Background: an optimization exercise with open tools, aiming at small area and a short achievable clock period. Do not read the settings as production practice.
The RTL was checked by simulation tests, not by an equivalence proof against the original design.
Power figures rest on the tool's default switching activity, not on a simulated workload.

**constraint.sdc**
```tcl
create_clock -name core_clock -period 5.5 [get_ports {clk}]
set_input_delay 1.1000 -clock core_clock [delete_from_list [all_inputs] [get_ports {clk}]]
set_output_delay 1.1000 -clock core_clock [all_outputs]
set_load 0.01 [all_outputs]
```
**standard.sh**
```bash
#!/bin/bash
# synth_recipe.tcl (not shown) runs the flow's synth.tcl, then flattens the netlist and writes it again
# the make line also repeats each setting of config.mk as NAME=value (left out here)
make -C /OpenROAD-flow-scripts/flow DESIGN_CONFIG=/design/flow/config.mk WORK_HOME=/design/flow/orfs CLKGATE_MAP_FILE= SYNTH_SCRIPT=/design/flow/synth_recipe.tcl "${@:-finish}"
```
**flow/run.sh**
```bash
#!/bin/bash
# The standard layout (standard.sh), with the port buffers made of the smallest
# plain buffer instead of the resizer's default choice. Every input and output
# port still gets its own buffer.
set -euo pipefail
export BUFFER_PORTS_ARGS="-buffer_cell sky130_fd_sc_hd__buf_1"
export RECOVER_POWER=100
bash standard.sh > standard_flow.log 2>&1
```
**config.mk**
```make
export PLATFORM = sky130hd
export DESIGN_NAME = csv_record_parse_and_hash
export DESIGN_NICKNAME = csv_record_parse_and_hash
export VERILOG_FILES = /design/flow/design.v
export SDC_FILE = /design/flow/constraint.sdc
export NUM_CORES = 4
export LEC_CHECK = 0
export CAP_MARGIN = 20
export CORE_MARGIN = 2
export CORE_UTILIZATION = 60
export CTS_BUF_LIST = sky130_fd_sc_hd__clkbuf_4 sky130_fd_sc_hd__clkbuf_8
export PLACE_DENSITY = 0.75
export SETUP_SLACK_MARGIN = 2.0
export SLEW_MARGIN = 20
```
**design.v**
```verilog
package crph_pkg;
  localparam int NUM_BUCKETS_DEF = 400;
  localparam logic [1:0] STATUS_CITY   = 2'd0;
  localparam logic [1:0] STATUS_ACCEPT = 2'd1;
  localparam logic [1:0] STATUS_ERROR  = 2'd2;
  localparam logic [7:0] CH_ZERO  = 8'h30;
  localparam logic [7:0] CH_NINE  = 8'h39;
  localparam logic [7:0] CH_COMMA = 8'h2C;
  localparam logic [7:0] CH_QUOTE = 8'h22;
  localparam logic [7:0] CH_PAREN = 8'h28;
  localparam logic [19:0] RANK_MAX = 20'hFFFFF;
  localparam logic [31:0] POP_MAX  = 32'hFFFFFFFF;
  localparam logic [9:0]  LEN_MAX  = 10'd1023;
  typedef struct packed {
    logic [1:0]  status;
    logic [7:0]  city_byte;
    logic [19:0] rank;
    logic [31:0] population;
    logic [9:0]  city_length;
    logic [8:0]  index_by_length;
    logic [8:0]  index_by_sum;
    logic [8:0]  index_by_product;
  } result_t;
  function automatic int idx_width(input int ts);
    if (ts > 1) idx_width = $clog2(ts);
    else idx_width = 1;
  endfunction
endpackage
`default_nettype none
module csv_record_parse_and_hash #(
  parameter int NUM_BUCKETS = crph_pkg::NUM_BUCKETS_DEF
) (
  input  logic         clk,
  input  logic         rst_n,
  input  logic         in_tvalid,
  output logic         in_tready,
  input  logic [7:0]   in_tdata,    
  input  logic         in_tlast,    
  output logic         out_tvalid,
  input  logic         out_tready,
  output logic [103:0] out_tdata,   
  output logic [1:0]   out_tuser    
);
  localparam logic [2:0] S_START      = 3'd0;
  localparam logic [2:0] S_RANK       = 3'd1;
  localparam logic [2:0] S_OPEN_CITY  = 3'd2;
  localparam logic [2:0] S_CITY       = 3'd3;
  localparam logic [2:0] S_AFTER_CITY = 3'd4;
  localparam logic [2:0] S_POP_OPEN   = 3'd5;
  localparam logic [2:0] S_POP        = 3'd6;
  localparam logic [2:0] S_SKIP       = 3'd7;
  logic        skid_v;           
  logic [7:0]  skid_b;
  logic        skid_l;
  logic        out_v;            
  logic        out_acc;          
  logic        out_err;          
  logic        out_gp;           
  logic        out_gc;           
  logic [19:0] q_rank;           
  logic        q_rsat;           
  logic [31:0] q_pop;
  logic        q_psat;           
  logic [2:0]  state;
  logic [19:0] rank;             
  logic        rank_sat;
  logic [15:0] acc_lo;
  logic [15:0] acc_hi;
  logic [3:0]  acc_c;            
  logic        acc_hp;           
  logic        acc_sat;          
  logic [9:0]  len;
  logic [8:0]  sum;
  logic [8:0]  px;               
  logic        cb_r;             
  logic        p2_r;             
  logic        p3_r;             
  logic        cpend;            
  logic       ob_free;
  logic [7:0] b;
  logic       last;
  logic       bv;
  logic       is_digit, is_comma, is_quote, is_paren;
  logic [3:0] digit;
  logic [2:0] state_nxt;
  logic       emit;
  logic       acc_word;
  logic       city_word;
  logic       commit;
  assign ob_free = !out_v || out_tready;
  assign b       = skid_v ? skid_b : in_tdata;
  assign last    = skid_v ? skid_l : in_tlast;
  assign bv      = skid_v || in_tvalid;
  assign is_digit = (b[7:4] == 4'h3) && (b[3:0] <= 4'd9);
  assign is_comma = (b == crph_pkg::CH_COMMA);
  assign is_quote = (b == crph_pkg::CH_QUOTE);
  assign is_paren = (b == crph_pkg::CH_PAREN);
  assign digit    = b[3:0];
  always_comb begin
    state_nxt = S_SKIP;
    emit      = 1'b1;
    acc_word  = 1'b0;
    city_word = 1'b0;
    unique case (state)
      S_START: if (is_digit) begin
        state_nxt = S_RANK; emit = 1'b0;
      end
      S_RANK: if (is_digit) begin
        state_nxt = S_RANK; emit = 1'b0;
      end else if (is_comma) begin
        state_nxt = S_OPEN_CITY; emit = 1'b0;
      end
      S_OPEN_CITY: if (is_quote) begin
        state_nxt = S_CITY; emit = 1'b0;
      end
      S_CITY: if (is_quote) begin
        state_nxt = S_AFTER_CITY; emit = 1'b0;
      end else begin
        state_nxt = S_CITY; city_word = 1'b1;
      end
      S_AFTER_CITY: if (is_comma) begin
        state_nxt = S_POP_OPEN; emit = 1'b0;
      end
      S_POP_OPEN: if (is_quote) begin
        state_nxt = S_POP; emit = 1'b0;
      end else if (is_paren) begin
        acc_word = 1'b1;
      end
      S_POP: if (is_digit || is_comma) begin
        state_nxt = S_POP; emit = 1'b0;
      end else if (is_quote) begin
        acc_word = 1'b1;
      end
      default: emit = 1'b0;
    endcase
    if (last) begin
      state_nxt = S_START;
      if (state != S_SKIP) begin
        emit      = 1'b1;
        city_word = 1'b0;
      end
    end
  end
  assign commit = bv && (ob_free || !emit);
  always_ff @(posedge clk) begin
    if (!rst_n) begin
      skid_v <= 1'b0;
      out_v  <= 1'b0;
      state  <= S_START;
    end else begin
      skid_v <= bv && emit && !ob_free;
      if (ob_free) out_v <= bv && emit;
      if (commit) state <= state_nxt;
    end
  end
  logic        acc_clr;          
  logic        acc_step;         
  logic        acc_aux;          
  logic [19:0] lo_mul;
  logic [19:0] hi_mul;
  logic [15:0] hi_eff;
  logic        sat_eff;
  assign acc_clr  = !rst_n || (commit && (last || state == S_POP_OPEN));
  assign acc_step = commit && is_digit && (state == S_START || state == S_RANK || state == S_POP);
  assign acc_aux  = (state == S_CITY) || (state == S_AFTER_CITY);
  logic [19:0] lo_x10, lo_x10p;
  logic [4:0]  lo_low;
  assign lo_x10   = (20'(acc_lo) << 3) + (20'(acc_lo) << 1);
  assign lo_x10p  = (20'(acc_lo) << 3) + (20'(acc_lo) << 1) + 20'd16;
  assign lo_low   = {1'b0, lo_x10[3:0]} + {1'b0, digit};
  assign lo_mul   = {lo_low[4] ? lo_x10p[19:4] : lo_x10[19:4], lo_low[3:0]};
  assign hi_mul   = (20'(acc_hi) << 3) + (20'(acc_hi) << 1) + 20'(acc_c);
  assign hi_eff   = acc_hp ? hi_mul[15:0] : acc_hi;
  assign sat_eff  = acc_sat || (acc_hp && hi_mul[19:16] != 4'd0);
  logic [7:0] cbyte;
  logic [4:0] c_h;
  logic [4:0] c25;
  logic [5:0] c_t;
  logic [6:0] c_t25, c_t50;
  always_comb begin
    unique case (cbyte[7:5])
      3'd0: c_h = 5'd0;
      3'd1: c_h = 5'd7;
      3'd2: c_h = 5'd14;
      3'd3: c_h = 5'd21;
      3'd4: c_h = 5'd3;
      3'd5: c_h = 5'd10;
      3'd6: c_h = 5'd17;
      default: c_h = 5'd24;
    endcase
  end
  assign cbyte = q_rank[7:0];
  assign c_t   = 6'(cbyte[4:0]) + 6'(c_h);
  assign c_t25 = {1'b0, c_t} - 7'd25;
  assign c_t50 = {1'b0, c_t} - 7'd50;
  assign c25   = !c_t50[6] ? c_t50[4:0] : !c_t25[6] ? c_t25[4:0] : c_t[4:0];
  logic [3:0] a16, b16, p_r16;
  logic [4:0] a25, b25;
  logic [5:0] sq_s, sq_d;
  logic [4:0] sq_fs, sq_fd, r16_h;
  logic [6:0] k_t;
  logic [6:0] k_t25, k_t50;
  logic [4:0] k;
  assign a16   = px[8:5];
  assign a25   = px[4:0];
  assign b16   = acc_lo[8:5];
  assign b25   = acc_lo[4:0];
  assign sq_s  = 6'(a25) + 6'(b25);
  assign sq_d  = 6'(a25) - 6'(b25);
  assign p_r16 = acc_lo[13:10];
  always_comb begin
    unique case (sq_s)
      6'd0: sq_fs = 5'd0;
      6'd1: sq_fs = 5'd9;
      6'd2: sq_fs = 5'd11;
      6'd3: sq_fs = 5'd6;
      6'd4: sq_fs = 5'd19;
      6'd5: sq_fs = 5'd0;
      6'd6: sq_fs = 5'd24;
      6'd7: sq_fs = 5'd16;
      6'd8: sq_fs = 5'd1;
      6'd9: sq_fs = 5'd4;
      6'd10: sq_fs = 5'd0;
      6'd11: sq_fs = 5'd14;
      6'd12: sq_fs = 5'd21;
      6'd13: sq_fs = 5'd21;
      6'd14: sq_fs = 5'd14;
      6'd15: sq_fs = 5'd0;
      6'd16: sq_fs = 5'd4;
      6'd17: sq_fs = 5'd1;
      6'd18: sq_fs = 5'd16;
      6'd19: sq_fs = 5'd24;
      6'd20: sq_fs = 5'd0;
      6'd21: sq_fs = 5'd19;
      6'd22: sq_fs = 5'd6;
      6'd23: sq_fs = 5'd11;
      6'd24: sq_fs = 5'd9;
      6'd25: sq_fs = 5'd0;
      6'd26: sq_fs = 5'd9;
      6'd27: sq_fs = 5'd11;
      6'd28: sq_fs = 5'd6;
      6'd29: sq_fs = 5'd19;
      6'd30: sq_fs = 5'd0;
      6'd31: sq_fs = 5'd24;
      6'd32: sq_fs = 5'd16;
      6'd33: sq_fs = 5'd1;
      6'd34: sq_fs = 5'd4;
      6'd35: sq_fs = 5'd0;
      6'd36: sq_fs = 5'd14;
      6'd37: sq_fs = 5'd21;
      6'd38: sq_fs = 5'd21;
      6'd39: sq_fs = 5'd14;
      6'd40: sq_fs = 5'd0;
      6'd41: sq_fs = 5'd4;
      6'd42: sq_fs = 5'd1;
      6'd43: sq_fs = 5'd16;
      6'd44: sq_fs = 5'd24;
      6'd45: sq_fs = 5'd0;
      6'd46: sq_fs = 5'd19;
      6'd47: sq_fs = 5'd6;
      6'd48: sq_fs = 5'd11;
      6'd49: sq_fs = 5'd9;
      6'd50: sq_fs = 5'd0;
      6'd51: sq_fs = 5'd9;
      6'd52: sq_fs = 5'd11;
      6'd53: sq_fs = 5'd6;
      6'd54: sq_fs = 5'd19;
      6'd55: sq_fs = 5'd0;
      6'd56: sq_fs = 5'd24;
      6'd57: sq_fs = 5'd16;
      6'd58: sq_fs = 5'd1;
      6'd59: sq_fs = 5'd4;
      6'd60: sq_fs = 5'd0;
      6'd61: sq_fs = 5'd14;
      6'd62: sq_fs = 5'd21;
      6'd63: sq_fs = 5'd21;
      default: sq_fs = '0;
    endcase
  end
  always_comb begin
    unique case (sq_d)
      6'd0: sq_fd = 5'd0;
      6'd1: sq_fd = 5'd9;
      6'd2: sq_fd = 5'd11;
      6'd3: sq_fd = 5'd6;
      6'd4: sq_fd = 5'd19;
      6'd5: sq_fd = 5'd0;
      6'd6: sq_fd = 5'd24;
      6'd7: sq_fd = 5'd16;
      6'd8: sq_fd = 5'd1;
      6'd9: sq_fd = 5'd4;
      6'd10: sq_fd = 5'd0;
      6'd11: sq_fd = 5'd14;
      6'd12: sq_fd = 5'd21;
      6'd13: sq_fd = 5'd21;
      6'd14: sq_fd = 5'd14;
      6'd15: sq_fd = 5'd0;
      6'd16: sq_fd = 5'd4;
      6'd17: sq_fd = 5'd1;
      6'd18: sq_fd = 5'd16;
      6'd19: sq_fd = 5'd24;
      6'd20: sq_fd = 5'd0;
      6'd21: sq_fd = 5'd19;
      6'd22: sq_fd = 5'd6;
      6'd23: sq_fd = 5'd11;
      6'd24: sq_fd = 5'd9;
      6'd25: sq_fd = 5'd0;
      6'd26: sq_fd = 5'd9;
      6'd27: sq_fd = 5'd11;
      6'd28: sq_fd = 5'd6;
      6'd29: sq_fd = 5'd19;
      6'd30: sq_fd = 5'd0;
      6'd31: sq_fd = 5'd24;
      6'd32: sq_fd = 5'd16;
      6'd33: sq_fd = 5'd24;
      6'd34: sq_fd = 5'd0;
      6'd35: sq_fd = 5'd19;
      6'd36: sq_fd = 5'd6;
      6'd37: sq_fd = 5'd11;
      6'd38: sq_fd = 5'd9;
      6'd39: sq_fd = 5'd0;
      6'd40: sq_fd = 5'd9;
      6'd41: sq_fd = 5'd11;
      6'd42: sq_fd = 5'd6;
      6'd43: sq_fd = 5'd19;
      6'd44: sq_fd = 5'd0;
      6'd45: sq_fd = 5'd24;
      6'd46: sq_fd = 5'd16;
      6'd47: sq_fd = 5'd1;
      6'd48: sq_fd = 5'd4;
      6'd49: sq_fd = 5'd0;
      6'd50: sq_fd = 5'd14;
      6'd51: sq_fd = 5'd21;
      6'd52: sq_fd = 5'd21;
      6'd53: sq_fd = 5'd14;
      6'd54: sq_fd = 5'd0;
      6'd55: sq_fd = 5'd4;
      6'd56: sq_fd = 5'd1;
      6'd57: sq_fd = 5'd16;
      6'd58: sq_fd = 5'd24;
      6'd59: sq_fd = 5'd0;
      6'd60: sq_fd = 5'd19;
      6'd61: sq_fd = 5'd6;
      6'd62: sq_fd = 5'd11;
      6'd63: sq_fd = 5'd9;
      default: sq_fd = '0;
    endcase
  end
  assign r16_h[0] = (p_r16 == 4'd1) |
      (p_r16 == 4'd4) |
      (p_r16 == 4'd5) |
      (p_r16 == 4'd8) |
      (p_r16 == 4'd11) |
      (p_r16 == 4'd12) |
      (p_r16 == 4'd15);
  assign r16_h[1] = (p_r16 == 4'd1) |
      (p_r16 == 4'd2) |
      (p_r16 == 4'd4) |
      (p_r16 == 4'd7) |
      (p_r16 == 4'd10) |
      (p_r16 == 4'd12) |
      (p_r16 == 4'd13) |
      (p_r16 == 4'd15);
  assign r16_h[2] = (p_r16 == 4'd2) |
      (p_r16 == 4'd5) |
      (p_r16 == 4'd8) |
      (p_r16 == 4'd11) |
      (p_r16 == 4'd12) |
      (p_r16 == 4'd14) |
      (p_r16 == 4'd15);
  assign r16_h[3] = (p_r16 == 4'd1) |
      (p_r16 == 4'd3) |
      (p_r16 == 4'd8) |
      (p_r16 == 4'd9) |
      (p_r16 == 4'd10) |
      (p_r16 == 4'd15);
  assign r16_h[4] = (p_r16 == 4'd2) |
      (p_r16 == 4'd4) |
      (p_r16 == 4'd6) |
      (p_r16 == 4'd9) |
      (p_r16 == 4'd11) |
      (p_r16 == 4'd13);
  assign k_t   = 7'(acc_lo[9:5]) - 7'(acc_lo[4:0]) - 7'(r16_h);
  assign k_t25 = k_t + 7'd25;
  assign k_t50 = k_t + 7'd50;
  assign k     = !k_t[6] ? k_t[4:0] : !k_t25[6] ? k_t25[4:0] : k_t50[4:0];
  always_ff @(posedge clk) begin
    acc_hp <= acc_step && !acc_clr;
    if (acc_step && !acc_clr) begin
      acc_lo <= lo_mul[15:0];
      acc_c  <= lo_mul[19:16];
    end else if (acc_clr) begin
      acc_lo <= '0;
    end else if (acc_aux && p2_r) begin
      acc_lo[13:0] <= {4'(a16 * b16), sq_fs, sq_fd};
    end else if (acc_aux && cb_r && !cpend && len == 10'd1) begin
      acc_lo[8:0] <= {cbyte[3:0], c25};
    end
    if (acc_clr) begin
      acc_hi  <= '0;
      acc_sat <= 1'b0;
    end else begin
      acc_hi  <= hi_eff;
      acc_sat <= sat_eff;
    end
    if (state == S_RANK) begin
      rank     <= {hi_eff[3:0], acc_lo};
      rank_sat <= sat_eff || hi_eff[15:4] != 12'd0;
    end
  end
  logic [9:0] sum_add;
  logic [6:0] sum_sub;           
  assign sum_add = 10'(cpend ? 9'd0 : sum) + 10'(cbyte);
  assign sum_sub = {1'b0, sum_add[9:4]} - 7'd25;
  always_ff @(posedge clk) begin
    cb_r <= commit && state == S_CITY && !is_quote;
    p2_r <= cb_r && !cpend && len == 10'd1;
    p3_r <= p2_r;
    if (commit && state == S_OPEN_CITY) begin
      cpend <= 1'b1;
    end else if (cb_r) begin
      cpend <= 1'b0;
    end
    if (cb_r) begin
      if (cpend) len <= 10'd1;
      else if (len != crph_pkg::LEN_MAX) len <= len + 10'd1;
      sum <= sum_sub[6] ? sum_add[8:0] : {sum_sub[4:0], sum_add[3:0]};
    end
    if (cb_r && cpend) begin
      px <= {cbyte[3:0], c25};
    end else if (p3_r) begin
      px <= {p_r16, k};
    end
  end
  always_ff @(posedge clk) begin
    if (!skid_v) begin
      skid_b <= in_tdata;
      skid_l <= in_tlast;
    end
    if (ob_free) begin
      out_acc <= acc_word;
      out_err <= !acc_word && !city_word;
      out_gp  <= acc_word && (state == S_POP);
      out_gc  <= acc_word && !cpend;
      q_rank  <= {rank[19:8], (state == S_CITY) ? b : rank[7:0]};
      q_rsat  <= rank_sat;
      q_pop   <= {hi_eff, acc_lo};
      q_psat  <= sat_eff;
    end
  end
  logic [5:0] len_m800;           
  logic [6:0] len_m400;           
  logic [8:0] len_idx;
  assign len_m800 = {1'b0, len[9:5]} - 6'd25;
  assign len_m400 = {1'b0, len[9:4]} - 7'd25;
  assign len_idx  = !len_m800[5] ? {len_m800[3:0], len[4:0]} :
                    !len_m400[6] ? {len_m400[4:0], len[3:0]} : len[8:0];
  logic [8:0] prod_idx;
  assign prod_idx = (len[9:1] == 9'd0) ? 9'd0 : {px[4:0], px[8:5]};
  logic out_city;
  assign out_city = !out_acc && !out_err;
  assign in_tready  = !skid_v;
  assign out_tvalid = out_v;
  assign out_tuser  = {out_err, out_acc};
  assign out_tdata  = {7'd0,
                       prod_idx    & {9{out_gc}},
                       sum         & {9{out_gc}},
                       len_idx     & {9{out_gc}},
                       len         & {10{out_gc}},
                       (q_pop  | {32{q_psat}}) & {32{out_gp}},
                       (q_rank | {20{q_rsat}}) & {20{out_acc}},
                       q_rank[7:0] & {8{out_city}}};
endmodule
`default_nettype wire
```
==> flow_results.org, run 1 <==
** Finish
- Leaving out fill and tap cells, the most frequent cell in the layout is edfxtp_1.
- Antenna diodes :: 0
- Leading cell types in the layout, fill and taps excluded :: edfxtp_1, ha_1, nor2_1
- Once layout is complete, the utilization of the core stands at 0.680.
- Compared with the post-synthesis result, the final layout area differs by 11.6%.
- In the final layout, flip-flops and latches occupy 4540 sq um.
- In the final design database the tool counted 1622 nets.
- Summing all multi-input logic gate instances after layout gives 7750 sq um.
- The layout has 1713 filler cells.
- In the final layout, the share of cells above drive strength 1 is 0.113.

** STA
- Final hold viol count :: 0
- RSZ-0062 raised after global routing :: true
- In this run the tightest slew margin relative to its limit is -1.20.
- After routing, the total negative slack on setup checks comes to 0 ps.
- Of the available clock period, the critical path in the final layout requires 0.749.
- Achievable frequency :: 0.243 GHz
- Finish-stage setup viols :: 0
- The number of pins exceeding their max-slew limit in the final report is 61.
- For the finished layout, the period the worst path requires is 4120 ps.
- For the pin with the worst max-slew slack, the measured transition is 3300 ps.
- Clock skew on the completed layout was measured at 16.9 ps.

** Logic synthesis
- The number of different library cells used by synthesis comes to 94.
- Post-Synthesis Mean Instance Area :: 9.56 sq um
- The share of the Yosys chip area taken by registers is 0.355.
- The cell count after synthesis came out at 1337.
- Of the post-synthesis cell area, the dominant cell type holds 0.298.
- The most used flip-flop cell after synthesis is edfxtp_1.
- #FFs+latches synth :: 163
- Number of enable flip-flop cells after synthesis :: 127
- In the synthesized netlist the async set-or-reset flop fraction comes to 0.
- Number of warnings printed during yosys synthesis :: 1
- Summing every instance area after synthesis gives 12800 sq um.
- Summed over all instances, the cell type with the most area after synthesis is edfxtp_1.
- Leading cell types by total area after synthesis :: edfxtp_1, ha_1, dfxtp_1, o21a_1, xnor2_1

** Floorplanning
- Row generation in the floorplan step produced 53 rows.
- Area of the die :: 22500 sq um
- For this configuration, the core starts out at a cell density of 0.610.
- The die is 150 microns wide.
- Floorplan Core Area :: 21000 sq um
- The die is 150 microns tall.
- During I/O placement, the number of pins put on the boundary was 121.

** Clock network
- Clock sink count :: 163
- Clock tree from TritonCTS :: yes
- Total of hold buffers inserted after clock tree synthesis :: 0
- After clock tree synthesis, the clock-pin slew on the worst setup and hold paths is 110 ps.
- For the worst-skew pair, the clock arrives at the later sink with an insertion delay of 480 ps.
- The tree is rooted in a clkbuf_8.
- CTS built an H-tree with a depth of 4.
- Buffers from clock root to sink, at most :: 2
- The number of clock buffers added by TritonCTS is 17.

** Global route
- Across every metal layer, demand over resource in global routing totals 0.278.
- Entering global routing, the biggest net connects 61 pins.
- The first global-routing pass estimated 49.0 mm of wire.
- Grt total ovfl :: 0
- Via count of the first global-routing pass :: 9643
- Number of antenna violations at the first check in global routing :: 0

** Drt
- Wires add up to 32.4 mm.
- After the first detailed-routing iteration, the DRC count stood at 628.
- Count of vias placed by the detailed router :: 10679
- Routed wire length per instance :: 18.3 microns
- The first detailed-routing pass took 5 iterations.
- Once detail routing completed, the nets flagged for antenna violations numbered 0.
- After detailed routing, the number of remaining DRC violations is 0.
- Avg Vias per Cell :: 6.04

** Run
- The tool flagged a number of max-cap violations equal to 1.

** Power and ir drop
- Across the VDD grid, the largest voltage drop is 285 uV.
- Total leakage power :: 0.00574 uW
- Power spread over the standard cell area amounts to 374 nW/um^2.

** Run status
- Outcome :: failed layout checks
- Layout Check Failures :: max-capacitance violations, max-slew violations

** Placed design
- Number of buffers inserted by port buffering :: 113
- Final estimated routing congestion in global placement :: 0.928
- Final HPWL from detailed placement :: 23.0 mm

** Worst hold path
- In this run the worst hold path is classified as reg -> reg.

** Worst setup path
- The worst setup path is of the reg -> reg kind.
- The worst setup path is launched from a flop.
- Worst endpoint required time :: 5910 ps
- STA classifies the critical path endpoint as a flop.
- Maximum fanout count along the critical path :: 22
- STA puts the critical path data arrival time at 4530 ps.
worst max-delay path, cell delays in order, from the launching register on:
cell and delay (ps):
dfxtp_1 870, mux2i_1 620, nor3_1 240, a211oi_1 260, nor3_1 100, o32ai_1 1050
o21ai_0 230, clkbuf_1 430, nor2b_1 230
final cells by class:
type,instances,share of cell area
sequential,163,0.318
timing repair buffer,187,0.0640
multi-input combinational,1038,0.543
inverter,74,0.0200
clock inverter,15,0.0140
tap,275,0.0241
clock buffer,17,0.0164
cells in the mapped netlist, types with 19 or more instances:
cell	number
a21o_1	19
a21oi_1	74
and2_1	43
clkbuf_1	41
dfxtp_1	36
edfxtp_1	127
ha_1	118
inv_1	71
mux2_2	20
mux2i_1	24
nand2_1	99
nor2_1	115
nor2b_1	23
nor3_1	33
o21a_1	62
o21ai_0	56
xnor2_1	52
xor2_1	33
path summary, 6_finish.rpt:
| check | start | to | slack (ps) | depth (start not counted) |
|---|---|---|---|---|
| min reg2reg | p2_r | p3_r | 410 | 0 |
| max | skid_v | acc_hi[0] | 1380 | 8 |
| max reg2reg | skid_v | acc_hi[0] | 1380 | 8 |
| min | p2_r | p3_r | 410 | 0 |
per-layer routing:
layer / part of all wire / vias up / global-route usage
li1: - / 5159 / -
met1: 0.44 / 5072 / 0.372
met4: 0.027 / 0 / 0.0948
met5: 0 / - / 0
met2: 0.48 / 375 / 0.458
met3: 0.059 / 73 / 0.0460
per-stage QoR:
stage	cells	hold slack [ps]	worst slack (ps)	area, sq um	power [uW]
finish	1769	407	1380	14300	5330
global route	1769	406	960	14300	5660
CTS	1721	390	1860	13900	5060
detailed placement	1673	374	1410	13300	4100
global placement	1673	366	1510	13300	4050
floorplan	1343	356	2010	12800	3550
kinds of logic (layout without fill, tap and decap cells):
group,after synthesis,in the layout,synth area share
xor+xnor,86,86,0.0595
compound gates,356,356,0.201
simple gates,414,414,0.162
other cells,1,7,0.000293
fa+ha+maj,128,128,0.131
mux,47,47,0.0417
buf+inv,142,293,0.0491
flops,163,163,0.355
power by group:
part           switching (uW)  internal (uW)
Combinational            1640           1210
Clock                     553            361
Sequential               87.5           1480
registers in the layout, summed over array words and instances (netlist names), 3 cells and up:
signal  count
state       3
px          9
acc_hi     16
q_rank     20
acc_lo     16
q_pop      32
rank       20
sum         9
skid_b      8
acc_c       4
len        10
what timing repair did:
action / 4_1_cts / 5_1_grt
pin swaps: 1 / 20
setup buffers: 16 / 46
endpoints found under the setup margin: 50 / 39
resized for setup: 16 / 48
==> run 2: changes to the inputs <==
--- a/flow/run.sh
+++ b/flow/run.sh
@@ -6,3 +6,2 @@
 export BUFFER_PORTS_ARGS="-buffer_cell sky130_fd_sc_hd__buf_1"
-export RECOVER_POWER=100
 bash standard.sh > standard_flow.log 2>&1
--- a/config.mk
+++ b/config.mk
@@ -14 +14,2 @@
 export SLEW_MARGIN = 20
+export TNS_END_PERCENT = 0
==> run 2 against run 1 <==
Net effect: register-to-register slack improved by 640 ps; combinational power rose by 4%; via count rose by 0.39%; clock power rose by 4.7%; the run now finishes clean; synthesized cell count did not move; sequential share of layout area fell by 0.59 points; non-clock buffer count fell by 3; cell area rose by 2.0%; wire length rose by 1.2%.
==> flow_results.org, run 2 <==
** STA
- The number of pins exceeding their max-slew limit in the final report was 0.
- On the final layout, the worst clock skew is 21.1 ps.
- For the pin with the worst max-slew slack, the measured transition is 1060 ps.
- In the final timing run, aggregate negative setup slack is 0 ps.
- Based on the critical path, the design can be clocked at up to 0.287 GHz.
- In the finished design, the share of the clock period the worst path needs comes to 0.634.
- Final Critical Period :: 3490 ps
- The tightest hold path in the finished design has a slack of 406 ps.
- Finish-stage setup viols :: 0
- RSZ-0062 raised after global routing :: true
- Final hold viol count :: 0
- Final worst setup slack :: 2010 ps
- In this run the tightest slew margin relative to its limit is 0.296.

** Power and ir drop
- Dividing total power by cell area gives a power density of 376 nW/um^2.
- Total leakage power :: 0.00590 uW
- Worst ir drop on vdd :: 283 uV

** Global route
- The first global-routing pass estimated 50.5 mm of wire.
- Met3 layer usage reported by global route :: 0.0409
- Largest net degree at the start of global routing :: 61
- GR Layer Usage met1 :: 0.391
- GR peak layer :: met2
- In the global route stage, met2 resource usage came out at 0.463.
- Grt total ovfl :: 0
- The number of antenna violations at the first check in global routing came to 0.
- The via count of the first global-routing pass is 9730.
- Gr usage total :: 0.285

** Drt
- Routed wire length per instance :: 18.6 microns
- Avg Vias per Cell :: 6.07
- For this run, design rule violations remaining after detail routing come to 0.
- The count of nets left with antenna violations once routing finished came out at 0.
- First-pass iteration count of the detailed router :: 7
- DRT Wirelength :: 32.8 mm
- DRC marker count from the first detailed-route iteration :: 811
- Summing over every cut layer, the via total after detailed routing is 10721.

** Logic synthesis
- Counting flops and latches in the post-synthesis netlist gives 163.
- Each instance of the synthesized netlist takes up on average 9.56 sq um.
- Ys flop type :: edfxtp_1
- Register area share after synthesis :: 0.355
- Leading cell types by total area after synthesis :: edfxtp_1, ha_1, dfxtp_1, o21a_1, xnor2_1
- Post-synth top area cell :: edfxtp_1
- Most frequent cell after synthesis :: edfxtp_1
- In this run the cell area of the synthesized design comes to 12800 sq um.
- Of all flip-flops after synthesis, the portion carrying an async set or reset was 0.
- Counting every instance in the synthesized netlist gives 1337.
- Number of warnings printed during yosys synthesis :: 1
- The share of synthesized area in the top cell type comes to 0.298.
- By count the netlist is led by edfxtp_1, ha_1, nor2_1.
- Counting distinct cell types in the post-synthesis netlist gives 94.
- Number of enable flip-flop cells after synthesis :: 127

** Finish
- The filler cells instantiated in the layout total 1638.
- In the final layout, the share of cells above drive strength 1 is 0.147.
- The largest registers in the layout are q_pop: 32 flops, q_rank: 20 flops, rank: 20 flops.
- The count of cells in the finished layout, fillers not included, comes to 1766.
- Register with the most flip-flops :: q_pop
- Antenna diodes :: 0
- Total number of nets in the final design :: 1619
- Leading cell types in the layout, fill and taps excluded :: edfxtp_1, ha_1, buf_1
- Relative to the synthesized area, the layout overhead comes to 13.8%.
- The register with the most flip-flops in the layout has 32 of them.
- Leaving out fill and tap cells, the most frequent cell in the layout is edfxtp_1.

** Worst hold path
- Min-Delay Startpoint :: p2_r
- Along the worst hold path, the cell count comes to 0.
- In this run the worst hold path is classified as reg -> reg.

** Floorplanning
- The initialized floorplan defines 53 standard-cell rows.
- For this configuration, the core starts out at a cell density of 0.610.
- Die span in x :: 150 microns
- DIE HEIGHT :: 150 microns
- The die covers 22500 sq um.
- The core region is 21000 sq um.
- Number of top-level pins :: 121

** Placed design
- Final estimated routing congestion in global placement :: 0.939
- The HPWL after detailed placement is 23.1 mm.
- Setup WS pre-CTS :: 1290 ps
- Number of buffers inserted by port buffering :: 113
- Dpl cells :: 1674

** Worst setup path
- Arrival time worst endpoint :: 3700 ps
- Walking the worst path, the cells encountered are inv_1 -> ha_1 -> inv_1 -> fa_2 -> xor2_1 -> ha_1 -> o21a_1 -> o31a_1 -> o21ai_2 -> a211o_1 -> a21oi_4 -> a31oi_1 -> mux2i_1 -> or3_1.
- Kind of start point of the critical path :: flop
- By startpoint and endpoint, the worst setup path is classified as reg -> reg.
- Max incr delay on CP :: 450 ps
- In this run the worst path has a maximum fanout of 4.
- Source of the critical timing path :: acc_lo[5]
- The worst setup path is captured at a flop.
- The slowest stage of the critical path is the edfxtp_1 cell.
- The worst register-to-register path begins at acc_lo[5].
- FF-to-FF path depth :: 14
- For the worst setup path, the data required time is 5720 ps.

** Clock network
- Buffer type at the clock tree root :: clkbuf_8
- The longest clock path from root to sink contains 2 buffers.
- After clock tree synthesis, the clock-pin slew on the worst setup and hold paths is 120 ps.
- Clock tree from TritonCTS :: yes
- Clock sink count :: 163
- The H-tree was split into 4 levels.
- Clock latency on the worst-skew pair, taken at its later pin, is 480 ps.
- TritonCTS created 17 clock buffers.

** Run
- The tool flagged a number of max-cap violations equal to 0.

** Run status
- The run finished with no timing, DRC or antenna violations.
==> run 2: cell counts after synthesis <==
No cell type changed its count.
==> run 2: report_power, final <==
group | leakage, uW | internal, uW | total, uW | switching (uW)
combinational | 0.00410 | 1250 | 2950 | 1690
clock | 0.000225 | 375 | 957 | 582
sequential | 0.00157 | 1480 | 1560 | 86.7
==> run 2: critical path, delay by kind of cell (launching register included) <==
family          cells  cell delay [ps]
xor+xnor            1              170
compound gates      6             1080
flops               1              450
fa+ha+maj           3              860
simple gates        1              370
mux                 1              150
buf+inv             2              140
==> run 2: path summary, 6_finish.rpt <==
path,end,slack (ps)
worst max register to register,px[3],2010
worst max-delay path,px[3],2010
worst min-delay path,p3_r,410
worst min register to register,p3_r,410
==> run 2: layer usage <==
layer	vias up	part of all wire
met2	395	0.47
met1	5097	0.44
met5	-	0
li1	5164	-
met4	0	0.031
met3	65	0.058
==> run 2: timing repair <==
action                     in CTS  in global routing
hold buffers                    0                  0
buffers inserted               16                 42
pin swaps                       2                 13
gates resized for setup        12                 51
setup endpoints to repair      51                 55
==> run 2: kinds of logic (layout without fill, tap and decap cells) <==
group,after synthesis,count (layout),share of synthesized area
and+or+nand+nor,414,414,0.162
AOI/OAI and AO/OA,356,356,0.201
DFF,163,163,0.355
buffers and inverters,142,290,0.0491
adders and majority gates,128,128,0.131
xor gates and xnor gates,86,86,0.0595
muxes,47,47,0.0417
other,1,7,0.000293
==> run 2: area by class of cell <==
| type | count | area [sq um] | area share |
|---|---|---|---|
| multi-input combinational | 1038 | 7910 | 0.544 |
| sequential | 163 | 4540 | 0.312 |
| timing repair buffer | 184 | 997 | 0.0686 |
| tap | 275 | 344 | 0.0237 |
| inverter | 74 | 287 | 0.0197 |
| clock buffer | 17 | 234 | 0.0161 |
| clock inverter | 15 | 225 | 0.0155 |
==> run 2: per-stage QoR <==
| stage | utilization | cell area [sq um] | total power (uW) |
|---|---|---|---|
| global route | 0.694 | 14500 | 5810 |
| detailed placement | 0.635 | 13300 | 4110 |
| CTS | 0.666 | 14000 | 5150 |
| global placement | 0.635 | 13300 | 4050 |
| floorplan | - | 12800 | 3550 |
| finish | 0.694 | 14500 | 5470 |
==> run 3: changes to the inputs <==
--- a/config.mk
+++ b/config.mk
@@ -14,2 +14,2 @@
 export SLEW_MARGIN = 20
-export TNS_END_PERCENT = 0
+export TNS_END_PERCENT = 10
==> run 3 against run 2 <==
Net effect: die area did not move; flip-flop and latch count unchanged; via count down 1.4%; sequential power barely moved; still clean on timing, DRC and antenna; non-clock buffer count is 19 lower; cell area fell by 1.8%.
==> flow_results.org, run 3 <==
** Logic synthesis
- Leading cell types by total area after synthesis :: edfxtp_1, ha_1, dfxtp_1, o21a_1, xnor2_1
- Synth top cells by count :: edfxtp_1, ha_1, nor2_1
- Count of mapped cells out of synthesis :: 1337
- Post-synth top area cell :: edfxtp_1
- Post-Synthesis Cell Area :: 12800 sq um
- In this run, synthesis produced a sequential element count of 163.
- Number of enable flip-flop cells after synthesis :: 127
- Among all cell types in the netlist, the one instantiated most often is edfxtp_1.
- Proportion of synthesized flip-flops having asynchronous set or reset :: 0
- Post-Synthesis Mean Instance Area :: 9.56 sq um
- Ys flop type :: edfxtp_1
- For this run, the number of Yosys warnings is 1.
- Synthesis instantiated 94 different standard cells from the library.
- Register area share after synthesis :: 0.355
- Of the post-synthesis cell area, the dominant cell type holds 0.298.

** Global route
- Wire length of the first global-routing pass :: 48.6 mm
- Entering global routing, the biggest net connects 61 pins.
- Via count of the first global-routing pass :: 9564
- Global routing finished with a remaining overflow of 0.
- Gr usage total :: 0.275
- Number of antenna violations at the first check in global routing :: 0

** Floorplanning
- The die covers 22500 sq um.
- The initial utilization of the core area, before any placement, comes to 0.610.
- Pin placement for this block handled 121 I/O pins.
- The floorplan step set the die width to 150 microns.
- Floorplan Core Area :: 21000 sq um
- DIE HEIGHT :: 150 microns
- Row generation in the floorplan step produced 53 rows.

** Finish
- With fillers left out, the area of the finished cells amounts to 14300 sq um.
- Antenna diodes :: 0
- The sequential cells in the finished layout cover a total of 4540 sq um.
- Area used by multi-input combinational logic :: 7820 sq um
- Share of post-route cells with drive strength above 1 :: 0.124
- Register with the most flip-flops :: q_pop
- Number of fill cells in the layout :: 1691
- Leading registers by flop count :: q_pop: 32 flops, q_rank: 20 flops, rank: 20 flops
- Max reg flops :: 32
- Leaving out fill and tap cells, the most frequent cell in the layout is edfxtp_1.
- Leading cell types in the layout, fill and taps excluded :: edfxtp_1, ha_1, nor2_1, buf_1, nand2_1
- Total number of nets in the final design :: 1600
- The area growth from synthesis to layout is 11.7%.

** Worst setup path
- The largest individual stage delay along the critical path comes from the cell or4_1.
- STA classifies the critical path startpoint as a flop.
- Worst flop-to-flop path startpoint :: acc_lo[0]
- Worst endpoint required time :: 4400 ps
- Reg-to-reg setup timing slack :: 2030 ps
- Cell breakdown of the critical path :: or4_1 -> nor2_1 -> a41oi_4 -> and2_1 -> buf_1
- Max incr delay on CP :: 530 ps
- Arrival time worst endpoint :: 2450 ps
- Measured in cells, the most critical reg-to-reg path has a length of 11.
- Nature of the critical path endpoint :: primary output
- In this run the worst path has a maximum fanout of 9.
- The endpoint identified for the worst register-to-register timing path is acc_c[3].
- Kind of critical path :: reg -> out

** Clock network
- CTS placed an instance of clkbuf_8 at the clock tree root.
- Clock latency on the worst-skew pair, taken at its later pin, is 480 ps.
- Clock sink count :: 163
- H-Tree Level Count :: 4
- Buffers from clock root to sink, at most :: 2
- Clock-pin slew on the worst setup and hold paths :: 100 ps
- TritonCTS built the clock tree.
- The number of clock buffers added by TritonCTS is 17.

** Worst hold path
- The worst hold path terminates at p3_r.
- The min-delay analysis places its worst path in the category reg -> reg.
- Min-Delay Startpoint :: p2_r
- Along the worst hold path, the cell count comes to 0.

** Power and ir drop
- Total leakage power :: 0.00577 uW
- Total power for the finished layout comes to 5290 uW.
- Power density over cell area :: 371 nW/um^2
- IR analysis of the VDD net gives a maximum drop of 289 uV.

** STA
- Total negative slack for setup checks :: 0 ps
- Slew at the pin closest to its max-slew limit :: 1010 ps
- The total count of hold-check failures in the final report was 0.
- Setup repair after global routing could not meet its margin everywhere.
- Final Critical Period :: 3550 ps
- Portion of the clock cycle consumed by the worst path in the final layout :: 0.646
- Worst clock skew :: 14.9 ps
- Finish-stage setup viols :: 0
- Worst slew margin :: 0.323
- Max-slew violation total from the final report :: 0
- Achievable frequency :: 0.281 GHz

** Drt
- Summing over every cut layer, the via total after detailed routing is 10570.
- Final antenna-violating net count :: 0
- Routed wire length per instance :: 18.3 microns
- DRC marker count from the first detailed-route iteration :: 721
- Avg Vias per Cell :: 6.05
- Before antenna repair, the detailed router went through 5 iterations.
- DR DRC count :: 0
- DRT Wirelength :: 32.0 mm

** Run status
- Outcome :: timing/DRC/antenna clean

** Placed design
- Number of buffers inserted by port buffering :: 113
- Final estimated routing congestion in global placement :: 0.928
- Area after detailed placement :: 13300 sq um
- Final HPWL from detailed placement :: 23.0 mm

** Run
- The tool flagged a number of max-cap violations equal to 0.
-- run 3: cell counts after synthesis --
No cell type changed its count.
-- run 3: final cells by class --
| class | count | area share |
|---|---|---|
| multi-input cells | 1038 | 0.548 |
| flip-flops and latches | 163 | 0.318 |
| repair buffers | 165 | 0.0607 |
| well taps | 275 | 0.0241 |
| inverters | 74 | 0.0195 |
| clock buffers | 17 | 0.0164 |
| clock inverters | 15 | 0.0139 |
-- run 3: per-layer routing --
| metal | track usage | up-vias | wire [microns] |
|---|---|---|---|
| met1 | 0.373 | 5019 | 14200 |
| met3 | 0.0399 | 58 | 1800 |
| li1 | - | 5123 | - |
| met2 | 0.454 | 370 | 15300 |
| met4 | 0.0920 | 0 | 741 |
| met5 | 0 | - | 0 |
-- run 3: kinds of logic (layout without fill, tap and decap cells) --
| group | count (synthesis) | in the layout | share of synthesized area |
|---|---|---|---|
| multiplexers | 47 | 47 | 0.0417 |
| buffers and inverters | 142 | 271 | 0.0491 |
| XOR/XNOR | 86 | 86 | 0.0595 |
| adder cells (fa/ha/maj) | 128 | 128 | 0.131 |
| AO/OA/AOI/OAI | 356 | 356 | 0.201 |
| AND/OR/NAND/NOR | 414 | 414 | 0.162 |
| flip-flops | 163 | 163 | 0.355 |
| other | 1 | 7 | 0.000293 |
-- run 3: how the worst max path moves through the flow --
stage,start,endpoint,slack [ps]
6_report,len[8],out_tdata[90],1950
5_1_grt,len[5],out_tdata[76],1860
4_1_cts,acc_lo[5],px[3],1860
3_5_place_dp,in_tdata[6],acc_c[1],1410
3_3_place_gp,in_tdata[6],acc_c[3],1510
2_1_floorplan,in_tdata[6],acc_c[0],2010
-- run 3: worst max-delay path: cells and delay by family (launching register included) --
family          cells  cell delay (ps)
buf+inv             1              140
simple gates        3             1060
compound gates      1              260
flops               1              510
-- run 3: repair_timing --
action                                 4_1_cts  5_1_grt
hold buffers                                 0        0
setup buffers                                9       31
pin swaps                                    0        8
setup endpoints to repair                   50       42
gates resized for setup                      8       28
endpoints found under the hold margin        0        0
-- run 3: per-stage QoR --
step	setup WS, ps	util	std cells	hold WS, ps
floorplan	2010	-	1343	356
global placement	1510	0.635	1673	366
detailed placement	1410	0.635	1673	374
CTS	1860	0.661	1714	390
global route	1860	0.681	1747	417
finish	1950	0.681	1747	410
-- run 3: power by group --
| group | internal, uW | total (uW) | switching (uW) |
|---|---|---|---|
| logic | 1180 | 2810 | 1630 |
| registers | 1480 | 1570 | 90.2 |
| clock network | 361 | 912 | 551 |
| total | 3020 | 5290 | 2270 |
==> run 4: changes to the inputs <==
--- a/config.mk
+++ b/config.mk
@@ -12,3 +12,3 @@
 export PLACE_DENSITY = 0.75
-export SETUP_SLACK_MARGIN = 2.0
+export SETUP_SLACK_MARGIN = 2.2
 export SLEW_MARGIN = 20
==> run 4 against run 3 <==
Net effect: synthesized cell count stayed put; core utilization up 3.2 points; total power increased by 9.6%; cell count rose by 2.3%; global-route usage increased by 1.9 points; wire length rose by 8.4%; sequential share of layout area is 1.4 points lower; flip-flop and latch count stayed put; clock skew is 2.7 ps lower; area after synthesis stayed put; clock power rose by 2.7%; maximum frequency fell by 1.4%.
==> flow_results.org, run 4 <==
** Run status
- Outcome :: timing/DRC/antenna clean

** Drt
- Final antenna-violating net count :: 0
- DR DRC count :: 0
- DRT Wirelength :: 34.7 mm
- DRC marker count from the first detailed-route iteration :: 801
- First-pass iteration count of the detailed router :: 5
- Using the TritonRoute via totals, the vias-per-cell ratio works out to 6.14.
- Routed wire length per instance :: 19.4 microns
- The routed layout has 10986 vias.

** Clock network
- Number of buffers inserted during clock tree synthesis :: 17
- The tree is rooted in a clkbuf_8.
- The clock passes through at most 2 buffers.
- Total of hold buffers inserted after clock tree synthesis :: 0
- Insertion delay to the later sink of the worst-skew pair :: 480 ps
- Clock tree synthesis found a total of 163 sinks.
- Clock tree from TritonCTS :: yes
- The H-tree generated during clock tree synthesis spans 4 levels.
- Clock-pin slew on the worst setup and hold paths :: 100 ps

** Worst setup path
- STA puts the critical path data arrival time at 3830 ps.
- FF-to-FF path depth :: 13
- End of the worst register-to-register path :: px[3]
- Worst endpoint required time :: 5730 ps
- The worst setup path is captured at a flop.
- Worst flop-to-flop path startpoint :: acc_lo[13]
- Reg-to-reg setup timing slack :: 1900 ps
- Along the worst path, the maximum fanout reaches 7.
- Kind of critical path :: reg -> reg
- Source of the critical timing path :: acc_lo[13]
- Kind of start point of the critical path :: flop

** Finish
- The register with the most flip-flops in the layout has 32 of them.
- q_pop holds more flip-flops than any other register.
- Compared with the post-synthesis result, the final layout area differs by 17.0%.
- Of the cells placed in the final design, the portion with a size suffix greater than 1 is 0.188.
- Antenna diodes :: 0
- Leading registers by flop count :: q_pop: 32 flops, q_rank: 20 flops, rank: 20 flops
- Most frequent standard cell in the layout excluding fill and tap cells :: edfxtp_1
- Total number of nets in the final design :: 1641
- In the layout the commonest cells are edfxtp_1, buf_1, nor2_1.

** Power and ir drop
- The worst-case IR drop observed on VDD is 273 uV.
- For this design the ratio of total power to cell area is 388 nW/um^2.
- Total leakage power :: 0.00602 uW

** Logic synthesis
- Post-Synthesis Mean Instance Area :: 9.56 sq um
- The largest total area in the synthesized netlist belongs to edfxtp_1.
- In this run the cell area of the synthesized design comes to 12800 sq um.
- The share of synthesized area in the top cell type comes to 0.298.
- Number of warnings printed during yosys synthesis :: 1
- The commonest cells after synthesis are edfxtp_1, ha_1, nor2_1.
- Synthesis produced 1337 cells.
- Of all flip-flops after synthesis, the portion carrying an async set or reset was 0.
- The synthesized design contains 163 register bits.
- Ys flop type :: edfxtp_1
- Leading cell types by total area after synthesis :: edfxtp_1, ha_1, dfxtp_1, o21a_1, xnor2_1
- Number of distinct standard cells referenced by the synthesized netlist :: 94
- Number of enable flip-flop cells after synthesis :: 127
- Most frequent cell after synthesis :: edfxtp_1
- The share of the Yosys chip area taken by registers is 0.355.

** Floorplanning
- The die is 150 microns wide.
- For this configuration, the core starts out at a cell density of 0.610.
- Number of rows created at floorplan :: 53
- Floorplan Core Area :: 21000 sq um
- The die is 150 microns tall.
- The die covers 22500 sq um.
- In this run the count of I/O pins placed on the die edge is 121.

** Worst hold path
- The path class of the tightest hold or removal check is reg -> reg.
- Min-Delay Startpoint :: rank[16]
- Depth of the worst hold-timing path :: 0
- Worst min-delay path endpoint :: q_rank[16]

** Global route
- The number of antenna violations at the first check in global routing came to 0.
- The total overflow left after global routing is 0.
- The first global-routing pass estimated 51.9 mm of wire.
- Entering global routing, the biggest net connects 61 pins.
- Across every metal layer, demand over resource in global routing totals 0.294.
- Via count of the first global-routing pass :: 10095

** STA
- Portion of the clock cycle consumed by the worst path in the final layout :: 0.655
- Achievable frequency :: 0.278 GHz
- At the pin with the least slew margin, the transition time is 986 ps.
- The clock period could shrink to 3600 ps.
- Finish-stage setup viols :: 0
- The number of pins exceeding their max-slew limit in the final report was 0.
- After layout, the worst setup slack is 1900 ps.
- Setup repair after global routing could not meet its margin everywhere.
- In this run the tightest slew margin relative to its limit is 0.343.
- For the final routed database, the setup TNS stands at 0 ps.
- The total count of hold-check failures in the final report came to 0.
- Across the routed clock network, the largest skew measured is 12.2 ps.

** Placed design
- Buffers placed on the I/O ports in this run total 113.
- The wire-length estimate of the detail-placed layout is 23.1 mm.
- Final estimated routing congestion in global placement :: 0.893
- Setup WS pre-CTS :: 1520 ps

** Run
- The tool flagged a number of max-cap violations equal to 0.
run 4: cell count changes in the layout (fill, tap and decap cells not counted), moves of 6 or more:
cell,delta
a21oi_1,-6
a21oi_2,+6
buf_4,+35
buf_6,+6
ha_1,-11
ha_4,+7
inv_1,-6
run 4: how the worst max path moves through the flow:
stage / end / slack (ps) / cells after the start
after floorplan: acc_c[0] / 2170 / 10
after global placement: acc_lo[10] / 1610 / 9
after detailed placement: acc_lo[10] / 1520 / 9
after CTS: acc_lo[2] / 2120 / 11
after global routing: px[3] / 1790 / 13
final: px[3] / 1900 / 13
run 4: what timing repair did:
| item | in CTS | in global routing |
|---|---|---|
| gates cloned | 1 | 0 |
| setup buffers | 44 | 35 |
| resized for setup | 38 | 79 |
| pin swaps | 16 | 27 |
| setup endpoints to repair | 78 | 80 |
run 4: metal layers:
metal / share of wire / global-route usage
met5: 0 / 0
met4: 0.040 / 0.112
met3: 0.073 / 0.0540
met2: 0.47 / 0.479
met1: 0.42 / 0.390
run 4: cell families (layout without fill, tap and decap cells):
| kind of cell | Yosys count | after routing | share of synthesized area |
|---|---|---|---|
| adder cells (fa/ha/maj) | 128 | 128 | 0.131 |
| AND/OR/NAND/NOR | 414 | 414 | 0.162 |
| AO/OA/AOI/OAI | 356 | 357 | 0.201 |
| flip-flops | 163 | 163 | 0.355 |
| multiplexers | 47 | 47 | 0.0417 |
| other | 1 | 7 | 0.000293 |
| buffers and inverters | 142 | 311 | 0.0491 |
| XOR/XNOR | 86 | 86 | 0.0595 |
run 4: cell type report:
class | count | area (sq um)
clock buffers | 17 | 234
clock inverters | 15 | 210
fillers | 1583 | 6000
inverters | 74 | 295
multi-input cells | 1039 | 8180
flip-flops and latches | 163 | 4540
well taps | 275 | 344
repair buffers | 205 | 1150
run 4: report_power, final:
group	internal (uW)	switching [uW]	total, uW
clock network	395	542	937
logic	1430	1860	3290
registers	1480	87.8	1560
total	3300	2490	5800
run 4: critical path: stages (launching register included):
cell and delay (ps):
edfxtp_1 540, buf_4 220, a21oi_1 140, nor2_1 70, a221oi_1 350, ha_1 340, o21a_1 190, o31a_1 150
o21ai_2 170, o211ai_1 240, a21oi_4 270, a31oi_2 140, mux2i_1 150, or3_1 400
run 4: through the flow:
stage	instance area (sq um)	total power (uW)	cells	hold slack [ps]	util
2_1_floorplan	12800	3580	1343	356	-
3_3_place_gp	13400	4100	1674	370	0.637
3_5_place_dp	13400	4150	1674	370	0.637
4_1_cts	14300	5260	1751	407	0.682
5_1_grt	15000	6120	1788	435	0.714
6_report	15000	5800	1788	422	0.714
==> run 5: changes to the inputs <==
==> run.sh (new file) <==
#!/bin/bash
# synth_recipe.tcl (not shown) runs the flow's synth.tcl, then flattens the netlist and writes it again
# the make line also repeats each setting of config.mk as NAME=value (left out here)
make -C /OpenROAD-flow-scripts/flow DESIGN_CONFIG=/design/flow/config.mk WORK_HOME=/design/flow/orfs CLKGATE_MAP_FILE= SYNTH_SCRIPT=/design/flow/synth_recipe.tcl finish
--- a/config.mk
+++ b/config.mk
@@ -10,6 +10,4 @@
 export CORE_UTILIZATION = 60
-export CTS_BUF_LIST = sky130_fd_sc_hd__clkbuf_4 sky130_fd_sc_hd__clkbuf_8
 export PLACE_DENSITY = 0.75
-export SETUP_SLACK_MARGIN = 2.2
+export SETUP_SLACK_MARGIN = 1.5
 export SLEW_MARGIN = 20
-export TNS_END_PERCENT = 10
removed: flow/run.sh
removed: standard.sh
==> run 5 against run 4 <==
Net effect: clock skew decreased by 0.97 ps; sequential power increased by 3%; die area unchanged; maximum frequency decreased by 8.0%; count of clock-buffer cells in the layout unchanged; critical path type is now reg -> out; largest power group unchanged; highest routed layer unchanged.
==> flow_results.org, run 5 <==
** Run status
- Outcome :: timing/DRC/antenna clean

** Drt
- Final antenna-violating net count :: 0
- Across all layers, the routed design uses 10502 vias.
- First-pass iteration count of the detailed router :: 7
- DR DRC count :: 0
- Routed wire length per instance :: 18.8 microns
- DRT Wirelength :: 32.4 mm
- The detailed router finished its first iteration with 791 violations.
- After detailed routing, the number of vias per cell comes to 6.10.

** Placed design
- Number of buffers inserted by port buffering :: 113
- Area after detailed placement :: 14000 sq um
- Final HPWL from detailed placement :: 23.7 mm
- Final estimated routing congestion in global placement :: 0.946

** Power and ir drop
- For this design the static power due to leakage is 0.00596 uW.
- Switching Fraction :: 0.412
- Fraction of power consumed by sequential logic :: 0.294
- The share of total power dissipated in the clock network is 0.221.
- Of the total power, combinational logic draws 0.485.
- Overall power :: 5460 uW
- Worst ir drop on vdd :: 248 uV
- Cell internal power was estimated by the tool at 3210 uW.
- For this design the ratio of total power to cell area is 369 nW/um^2.
- For this design the total switching power over the nets is 2250 uW.

** STA
- Setup violations remaining at the end of the flow were counted as 0.
- Worst hold-check slack :: 386 ps
- At the pin with the least slew margin, the transition time is 1130 ps.
- Total negative slack for setup checks :: 0 ps
- Worst slew margin :: 0.244
- The number of pins exceeding their max-slew limit in the final report is 0.
- Portion of the clock cycle consumed by the worst path in the final layout :: 0.712
- Worst clock skew :: 11.2 ps
- The total count of hold-check failures in the final report was 0.
- Timing would allow up to 0.255 GHz.
- Setup repair after global routing could not meet its margin everywhere.
- The worst path in the final design needs a cycle of 3920 ps, including I/O delays and setup.

** Worst setup path
- Kind of critical path :: reg -> out
- In this run the worst path has a maximum fanout of 9.
- The critical path goes through or4_1 -> nor2_1 -> a41oi_4 -> and2_1 -> clkdlybuf4s50_1.
- Data on the critical path is required at its endpoint by 4400 ps.
- The critical path starts at len[8].
- Max incr delay on CP :: 550 ps
- Kind of start point of the critical path :: flop
- FF-to-FF path depth :: 14
- The startpoint identified for the worst register-to-register timing path is acc_lo[5].
- Arrival time worst endpoint :: 2820 ps
- STA classifies the critical path endpoint as a primary output.
- Among all stages on the critical path, the largest delay is contributed by or4_1.

** Finish
- The number of antenna diodes in the final layout is 0.
- Sequential cell area in the final layout :: 4540 sq um
- Leading registers by flop count :: q_pop: 32 flops, q_rank: 20 flops, rank: 20 flops
- The register with the most flip-flops in the layout has 32 of them.
- Number of fill cells in the layout :: 1675
- Most frequent standard cell in the layout excluding fill and tap cells :: edfxtp_1
- Summing all non-filler instances in the final layout gives an area of 14800 sq um.
- Counting flops per register, the top entry is q_pop.
- Leaving out fill and tap cells, the most frequent cells in the layout are edfxtp_1, ha_1, nor2_1.
- Share of the core filled with cells in the final layout :: 0.706
- Area growth from synthesis to layout :: 15.8%
- The multi-input combinational cells in the finished layout cover a total of 7700 sq um.
- Share of post-route cells with drive strength above 1 :: 0.0947
- Total number of nets in the final design :: 1574

** Worst hold path
- Type of the most critical hold path :: reg -> reg
- Min-Delay Startpoint :: p2_r
- Counting instances, the worst hold path has a depth of 0.

** Floorplanning
- From left edge to right edge, the die measures 150 microns.
- The floorplan step defined a die boundary enclosing 22500 sq um.
- Row generation in the floorplan step produced 53 rows.
- DIE HEIGHT :: 150 microns
- For this configuration, the core starts out at a cell density of 0.610.
- Floorplan Core Area :: 21000 sq um
- In this run the count of I/O pins placed on the die edge is 121.

** Run
- Across the run, the number of max-cap violations was 0.

** Clock network
- The clock tree synthesis step divided the H-tree into 4 levels.
- Clock tree synthesis inserted a total of 17 buffers.
- The tree is rooted in a clkbuf_16.
- Buffers from clock root to sink, at most :: 2
- Clock-pin slew on the worst setup and hold paths :: 80 ps
- The later pin in the worst-skew pair is clocked with a latency of 440 ps.
- The clock drives 163 sinks.
- Clock tree from TritonCTS :: yes

** Global route
- Grt total ovfl :: 0
- Number of antenna violations at the first check in global routing :: 0
- Gr usage total :: 0.288
- The via count of the first global-routing pass was 9765.
- Entering global routing, the biggest net connects 61 pins.
- The first global-routing pass estimated 51.0 mm of wire.

** Logic synthesis
- By instance count, the leading cell after synthesis is edfxtp_1.
- Dominant combinational cell family by area after synthesis :: compound AO/OA/AOI/OAI gates
- For this run, the number of Yosys warnings is 1.
- #FFs+latches synth :: 163
- The share of synthesized area in the top cell type comes to 0.298.
- The mapped netlist covers 12800 sq um.
- Post-synthesis share of cell area spent on xor and xnor gates :: 0.0595
- After synthesis, the cell types taking the most area are edfxtp_1, ha_1, dfxtp_1, o21a_1, xnor2_1.
- Count of mapped cells out of synthesis :: 1337
- Number of enable flip-flop cells after synthesis :: 127
- Simple logic cell fraction of the synthesized area :: 0.162
- For this run, the register share of the synthesized area comes to 0.355.
- Post-synth top area cell :: edfxtp_1
- Ys flop type :: edfxtp_1
- Of the post-synthesis cell area, the part taken by muxes is 0.0417.
- Post-Synthesis Mean Instance Area :: 9.56 sq um
- In the synthesized netlist, the cells that appear most often are edfxtp_1, ha_1, nor2_1.
- Fraction of the mapped netlist area in adder cells :: 0.131
- The synthesized-area fraction occupied by ao, oa, aoi and oai cells is 0.201.
- In the synthesized netlist the async set-or-reset flop fraction comes to 0.
- The number of different library cells used by synthesis comes to 94.
[run 5: cell counts after synthesis]
No cell type changed its count.
[run 5: worst paths after layout]
check,to,slack (ps)
max,out_tdata[90],1580
min,p3_r,390
max reg2reg,px[3],1680
min reg2reg,p3_r,390
[run 5: logic make-up after synthesis]
kind of cell    Yosys count
compound gates          356
xor+xnor                 86
fa+ha+maj               128
buf+inv                 142
flops                   163
mux                      47
other cells               1
simple gates            414
[run 5: layout make-up]
cell class	count	share of cell area
multi-input cells	1038	0.520
flip-flops and latches	163	0.306
repair buffers	139	0.0901
clock buffers	17	0.0287
well taps	275	0.0232
inverters	74	0.0188
clock inverters	15	0.0124
[run 5: layer usage]
metal | vias up | wire (microns) | track usage
met3 | 56 | 1880 | 0.0418
li1 | 5074 | - | -
met5 | - | 0 | 0
met2 | 367 | 15300 | 0.469
met1 | 5005 | 14400 | 0.395
met4 | 0 | 807 | 0.0972
[run 5: power by group through the flow]
| stage | Sequential (uW) | Combinational (uW) | Clock, uW |
|---|---|---|---|
| floorplan | 1550 | 1990 | 0 |
| global placement | 1640 | 2460 | 0 |
| detailed placement | 1640 | 2500 | 0 |
| CTS | 1610 | 2530 | 1210 |
| global route | 1620 | 2930 | 1260 |
| finish | 1610 | 2650 | 1210 |
[run 5: repair_timing]
item,4_1_cts,5_1_grt
endpoints found under the hold margin,0,0
hold buffers,0,0
cloned,0,0
endpoints found under the setup margin,16,47
pin swaps,0,3
resized for setup,4,9
buffers inserted,1,13
[run 5: through the flow]
| stage | setup WS, ps | instances |
|---|---|---|
| 2_1_floorplan | 1960 | 1343 |
| 3_3_place_gp | 1080 | 1674 |
| 3_5_place_dp | 952 | 1674 |
| 4_1_cts | 1500 | 1707 |
| 5_1_grt | 1490 | 1721 |
| 6_report | 1580 | 1721 |
[run 5: critical path, delay by kind of cell, from the launching register on]
kind            cells  cell delay (ps)
simple gates        3             1080
buf+inv             1              490
flops               1              530
compound gates      1              270
==> run 6: changes to the inputs <==
==> flow/run.sh (new file) <==
#!/bin/bash
# The standard layout (standard.sh), with the port buffers made of the smallest
# plain buffer instead of the resizer's default choice. Every input and output
# port still gets its own buffer.
set -euo pipefail
export BUFFER_PORTS_ARGS="-buffer_cell sky130_fd_sc_hd__buf_1"
bash standard.sh > standard_flow.log 2>&1
==> standard.sh (new file) <==
#!/bin/bash
# synth_recipe.tcl (not shown) runs the flow's synth.tcl, then flattens the netlist and writes it again
# the make line also repeats each setting of config.mk as NAME=value (left out here)
make -C /OpenROAD-flow-scripts/flow DESIGN_CONFIG=/design/flow/config.mk WORK_HOME=/design/flow/orfs CLKGATE_MAP_FILE= SYNTH_SCRIPT=/design/flow/synth_recipe.tcl "${@:-finish}"
removed: run.sh
==> run 6 against run 5 <==
Net effect: non-clock buffer count shrank 4; hold slack gained 34 ps; wire length shrank 0.99%; global-route usage shrank 0.50 points; die area is the same; flip-flop and latch count is the same; register-to-register slack is essentially flat; worst setup slack gained 91 ps; critical path depth grew 9; count of clock-buffer cells in the layout is the same.
==> flow_results.org, run 6 <==
** Floorplanning
- Area of the die :: 22500 sq um
- Number of top-level pins :: 121
- The total area inside the core boundary comes to 21000 sq um.
- The floorplan has 53 rows.
- The floorplan step set the die width to 150 microns.
- For this configuration, the core starts out at a cell density of 0.610.
- DIE HEIGHT :: 150 microns

** Clock network
- Number of buffers inserted during clock tree synthesis :: 17
- In this run the number of H-tree levels came out at 4.
- Clock tree from TritonCTS :: yes
- Clock-pin slew on the worst setup and hold paths :: 80 ps
- In this run the clock root is driven by a clkbuf_16.
- CTS saw 163 sinks.
- Clock latency on the worst-skew pair, taken at its later pin, is 440 ps.
- Buffers from clock root to sink, at most :: 2

** Placed design
- Final estimated routing congestion in global placement :: 0.916
- At the placement stage, the worst setup path has a slack of 1310 ps.
- Number of buffers inserted by port buffering :: 113
- Final HPWL from detailed placement :: 23.4 mm
- Dpl cells :: 1675

** STA
- After layout, the worst setup slack is 1680 ps.
- Achievable frequency :: 0.261 GHz
- The number of pins exceeding their max-slew limit in the final report is 0.
- Portion of the clock cycle consumed by the worst path in the final layout :: 0.695
- Total negative slack for setup checks :: 0 ps
- The total count of hold-check failures in the final report was 0.
- RSZ-0062 raised after global routing :: false
- Headroom to the max-slew limit came out at 0.318.
- For the final database, setup skew stands at 10.6 ps.
- Final Critical Period :: 3820 ps
- Finish-stage setup viols :: 0
- For the pin with the worst max-slew slack, the measured transition is 1020 ps.

** Worst setup path
- Worst flop-to-flop path startpoint :: acc_lo[1]
- Nature of the critical path endpoint :: flop
- STA classifies the critical path startpoint as a flop.
- Source of the critical timing path :: acc_lo[1]
- Data on the critical path arrives at its endpoint at 4010 ps.
- Worst endpoint required time :: 5690 ps
- Of all nets on the critical path, the largest fanout is 7.
- By startpoint and endpoint, the worst setup path is classified as reg -> reg.

** Power and ir drop
- Worst ir drop on vdd :: 256 uV
- Clock power frac :: 0.227
- Of the total power, registers draw 0.294.
- Of the total power, the share spent switching nets is 0.415.
- Power density over cell area :: 386 nW/um^2
- For this design the static power due to leakage is 0.00568 uW.
- Net switching component of the power :: 2250 uW
- Of the total power, combinational logic draws 0.479.
- Cell internal power dissipation :: 3180 uW

** Finish
- Leading cell types in the layout, fill and taps excluded :: edfxtp_1, ha_1, nor2_1
- Max reg flops :: 32
- Of the cells placed in the final design, the portion with a size suffix greater than 1 is 0.0867.
- Most frequent standard cell in the layout excluding fill and tap cells :: edfxtp_1
- Total number of nets in the final design :: 1570
- Compared with the post-synthesis result, the final layout area differs by 10.1%.
- Counting flops per register, the top entry is q_pop.
- Share of the core filled with cells in the final layout :: 0.671
- The number of antenna diodes in the final layout is 0.
- Leading registers by flop count :: q_pop: 32 flops, q_rank: 20 flops, rank: 20 flops
- The finished layout holds 1717 standard cells, fillers aside.

** Logic synthesis
- Number of distinct standard cells referenced by the synthesized netlist :: 94
- Post-Synthesis Cell Area :: 12800 sq um
- By count the netlist is led by edfxtp_1, ha_1, nor2_1.
- Of the post-synthesis cell area, the dominant cell type holds 0.298.
- Most frequent cell after synthesis :: edfxtp_1
- Ys flop type :: edfxtp_1
- Proportion of synthesized flip-flops having asynchronous set or reset :: 0
- The biggest area contributor in the post-synthesis netlist is edfxtp_1.
- Each instance of the synthesized netlist takes up on average 9.56 sq um.
- Counting flops with a built-in enable in the synthesized netlist gives 127.
- #FFs+latches synth :: 163
- Synthesis handed over a netlist of 1337 instances.
- Leading cell types by total area after synthesis :: edfxtp_1, ha_1, dfxtp_1, o21a_1, xnor2_1
- Register area share after synthesis :: 0.355
- Number of warnings printed during yosys synthesis :: 1

** Drt
- In the routed layout, each cell is associated on average with a via count of 6.12.
- In the final routed layout, each cell accounts on average for 18.7 microns.
- First-pass iteration count of the detailed router :: 5
- DR DRC count :: 0
- The routed layout has 10512 vias.
- Final antenna-violating net count :: 0
- DRC marker count from the first detailed-route iteration :: 814
- For this block, the routed nets add up to 32.1 mm of wire.

** Global route
- Across every metal layer, demand over resource in global routing totals 0.283.
- The via count of the first global-routing pass is 9688.
- The first global-routing pass estimated 50.1 mm of wire.
- Number of antenna violations at the first check in global routing :: 0
- Entering global routing, the biggest net connects 61 pins.
- Grt total ovfl :: 0

** Run
- Max-cap check violation count :: 0

** Worst hold path
- Type of the most critical hold path :: reg -> reg
- Min-Delay Startpoint :: rank[18]

** Run status
- The run finished with no timing, DRC or antenna violations.
==> run 6: cell counts after synthesis <==
No cell type changed its count.
==> run 6: critical path: stages (launching register included) <==
cell and delay (ps):
edfxtp_1 530, inv_1 310, ha_1 290, nor2b_1 140, o31a_1 240, a21oi_1 130, ha_1 280, o21a_1 120
o31a_1 110, o21ai_0 250, o211ai_1 200, a21oi_2 320, a31oi_1 150, mux2i_1 140, or3_1 360
==> run 6: path summary, 6_finish.rpt <==
kind | slack [ps] | endpoint | cells past startpoint
max | 1680 | px[3] | 14
min | 420 | q_rank[18] | 0
max reg2reg | 1680 | px[3] | 14
min reg2reg | 420 | q_rank[18] | 0
==> run 6: layer usage <==
metal / vias up / GRT usage / routed length [microns]
met5: - / 0 / 0
li1: 5069 / - / -
met3: 72 / 0.0375 / 2130
met2: 413 / 0.470 / 15100
met1: 4958 / 0.378 / 13800
met4: 0 / 0.109 / 1080
==> run 6: stage by stage <==
stage	power, uW	hold WS, ps	instance area, sq um
global route	5760	427	14100
CTS	5350	418	13900
detailed placement	4110	397	13300
floorplan	3540	356	12800
global placement	4040	380	13300
finish	5430	420	14100
==> run 6: power groups by stage <==
| stage | sequential (uW) | clock (uW) | combinational, uW |
|---|---|---|---|
| after floorplan | 1550 | 0 | 1990 |
| after global placement | 1620 | 0 | 2420 |
| after detailed placement | 1630 | 0 | 2480 |
| after CTS | 1600 | 1240 | 2510 |
| after global routing | 1600 | 1280 | 2880 |
| final | 1600 | 1230 | 2600 |
==> run 6: final cells by class <==
cell class,instances,area (sq um)
clock inverter,15,199
timing repair buffer,135,617
tap,275,344
fill,1710,6890
sequential,163,4540
clock buffer,17,425
inverter,74,278
multi-input combinational,1038,7670
==> run 6: logic make-up after synthesis <==
family / after synthesis / share of synthesized area
and+or+nand+nor: 414 / 0.162
AOI/OAI and AO/OA: 356 / 0.201
DFF: 163 / 0.355
buffers and inverters: 142 / 0.0491
adders and majority gates: 128 / 0.131
xor gates and xnor gates: 86 / 0.0595
muxes: 47 / 0.0417
other: 1 / 0.000293
==> run 6: repair_timing <==
action,4_1_cts,5_1_grt
buffers inserted,0,8
hold buffers,0,0
pin swaps,0,1
gates resized for setup,1,3
setup endpoints to repair,1,23

## static timing again, ports no longer ideal
In the flow no input, the clock included, has a driving cell. The finished layouts below were timed again as built, in two steps.
Step 1 assumes that a clkbuf_16 drives the clock port and a buf_2 every other input.
Step 2, shift: input delay + t, output delay - t, t = (earliest + latest rising clock arrival at the registers) / 2. This alone moves slack from input paths to output paths.
a / b / c = ideal / step 1 / step 2; a / b = the first two.
run	t (ns)	setup slack, ns
run 1	0.512	1.378 / 1.378 / 1.193
run 2	0.518	2.014 / 1.979 / 1.598
run 3	0.506	1.946 / 1.910 / 1.583
run 4	0.521	1.897 / 1.897 / 1.752
run 5	0.480	1.584 / 1.535 / 1.204
run 6	0.477	1.676 / 1.676 / 1.334
